Background: an optimization exercise with open tools, aiming at small area, a short achievable clock period and few clock cycles. Do not read the settings as production practice.
In this exercise RTL edits were held to simulation tests only and were not proved equivalent to the original.
Power figures rest on the tool's default switching activity, not on a simulated workload.

## exp/umber
==> flow/design.v (excerpt) <==
module edit_distance_engine_unit (
  input  logic              clk,
  input  logic              rst,
  input  logic              in_valid,
  output logic              in_ready,
  input  logic [FUNC_W-1:0] in_func,
  input  logic [CHAR_W-1:0] in_char_code,
  output logic              out_valid,
  input  logic              out_ready,
  output logic [OUT_W-1:0]  out_distance,
  output logic [OUT_W-1:0]  out_ref_length,
  output logic [OUT_W-1:0]  out_typed_length,
  output logic              out_error
);
Size: ~3000 cells after synthesis, roughly 870 flip-flops, about 38 I/O pins, ~36000 sq um of cells after synthesis.
make LEC_CHECK=0 ABC_CLOCK_PERIOD_IN_PS=2000 CAP_MARGIN=20 CORE_MARGIN=2 CORE_UTILIZATION=40 CTS_BUF_LIST=sky130_fd_sc_hd__clkbuf_16 CTS_CLUSTER_DIAMETER=100 CTS_CLUSTER_SIZE=24 SETUP_SLACK_MARGIN=3.8 SLEW_MARGIN=20 finish   # period 6.0 ns
run.sh (not shown) runs the stock make flow with config.mk's settings and CLKGATE_MAP_FILE= SYNTH_SCRIPT=/design/flow/synth_recipe.tcl, a recipe that flattens the netlist after the stock synthesis.
No stage failed in exp/umber, and the final checks on the layout all came back clean.
Testbench counts of exp/umber, summed over its fixed seeds: cycles 28,719.
[inputs] exp/fjord vs exp/umber
Settings: ABC_CLOCK_PERIOD_IN_PS changed from 2000 to 1800; SETUP_SLACK_MARGIN changed from 3.8 to 4.0; CORE_UTILIZATION changed from 40 to 65; CTS_CLUSTER_SIZE changed from 24 to 30; CTS_CLUSTER_DIAMETER changed from 100 to 120.
Results
Every stage of the flow completed for exp/fjord, and the final layout passed the timing, design-rule and antenna checks.
In exp/fjord relative to exp/umber, routed wire length had gone down slightly.
On post-synth design cell area, exp/fjord tracks exp/umber almost exactly.
Measured against each other, exp/umber and exp/fjord differ in count of cells resized by post-cts repair, the higher figure coming from exp/fjord.
Fmax | exp/fjord vs exp/umber | exp/fjord faster
Post-detailed-placement half-perimeter wirelength was lower in exp/fjord than in exp/umber.
Changes observed in exp/fjord relative to exp/umber: total power saw a decrease; die area saw a decrease; instance count after placement with tap cells included saw a decrease; global-route usage saw an increase.
Looking at total net switching power across exp/umber and exp/fjord, the one that comes out lower is exp/fjord.
Relative to exp/fjord, the following input files were edited for exp/xenon:
Settings: swapping 1800 for 2000 in ABC_CLOCK_PERIOD_IN_PS; swapping 65 for 80 in CORE_UTILIZATION; swapping 4.0 for 3.8 in SETUP_SLACK_MARGIN.
Taking exp/fjord as the reference, in exp/xenon wire length of the first global-routing pass grew by about 3%, number of nets in the finished design shrank by 1.4%.
Global routing usage summed across all routing layers | exp/xenon above exp/fjord
Fill cell instance count of the final layout in exp/xenon is 1654 lower than in exp/fjord
Looking at count of instances resized after the clock tree is built, exp/xenon sits about 22% below exp/fjord.
exp/xenon: fmax about 1.1% below exp/fjord
Pin count of the biggest net entering global routing down 25% in exp/xenon wrt exp/fjord
When exp/xenon is set beside exp/fjord, its total number of vias turns out to be 3.5% larger.
Sequential fraction of design power: exp/xenon > exp/fjord
exp/xenon has less setup slack than exp/fjord.
Relative to exp/xenon, the following input files were edited for exp/ember:
Settings: SETUP_SLACK_MARGIN now 3.6, was 3.8; ABC_CLOCK_PERIOD_IN_PS now 2200, was 2000; CORE_UTILIZATION now 65, was 80.
==> comparison <==
No run among exp/ember and exp/xenon stopped early or left any final violation; all are clean.
Changes observed in exp/ember relative to exp/xenon: number of rows in the core area rose 8; worst slack after detailed placement fell 0.015 ns.
exp/ember vs. exp/xenon: multi-input logic portion of the cell area neither gained nor lost much; clock-cell share of area neither gained nor lost much; worst slew margin relative to its limit picked up an extra 2.9 points.
The inputs of exp/quartz differ from those of exp/ember as listed below.
Settings: SETUP_SLACK_MARGIN: 3.6 -> 3.8; ABC_CLOCK_PERIOD_IN_PS: 2200 -> unset; ABC_AREA: unset -> 1.
### Flow results
In exp/quartz, the netlist area before placement came out 3.4% above the value in exp/ember. Per the final summary, exp/quartz finished and its layout is clean on timing, DRC and antenna. [compare] base=exp/ember new=exp/quartz: via count of the first global-routing pass higher; die area higher. The kind of critical path comes out reg2out in one run and in2reg in the other, namely in exp/quartz and exp/ember respectively. Cmp exp/quartz vs exp/ember: setup slack higher in exp/quartz. For the post-cts resize count, exp/quartz came in 61% higher than exp/ember did. Core util | exp/quartz vs exp/ember | exp/quartz lower. Across both runs, maximum number of pins on one net before global-route repair was higher for exp/quartz than for exp/ember. Changes observed in exp/quartz relative to exp/ember: critical path depth fell by 2, number of routed nets with antenna violations stayed essentially flat, total power grew by 0.54%.

## afterwards: timing with drivers on the ports
No port has a modelled driver above. Below, the same layouts with a new extraction and two added sets of constraints.
Step 1 assumes that a clkbuf_16 drives the clock port and a buf_2 every other input.
Step 2 also shifts input and output timing later by t, the mid clock arrival at the registers, as if the neighbouring blocks saw the same clock.
a / b / c = ideal ports / drivers / drivers and shift; a / b = the first two.
| run | t (ns) | setup WS [ns] | worst setup path at the end | slew at the worst register clock pin (ns) | pins driven straight from the clock port |
|---|---|---|---|---|---|
| exp/umber | 0.674 | 3.682 / 3.617 / 3.219 | input to register | 0.10 / 0.10 | 1 |
| exp/fjord | 0.649 | 3.756 / 3.695 / 3.328 | input to register | 0.12 / 0.12 | 1 |
| exp/xenon | 0.654 | 3.731 / 3.670 / 3.233 | input to register | 0.12 / 0.12 | 1 |
| exp/ember | 0.633 | 3.567 / 3.578 / 2.966 | input to register | 0.12 / 0.12 | 1 |
| exp/quartz | 0.649 | 3.744 / 3.680 / 3.224 | input to register | 0.12 / 0.12 | 1 |
After both steps every run listed still meets setup and hold. The setup slack of exp/ember, which loses most, moves by +0.011 ns with the drivers and by -0.601 ns with both steps.
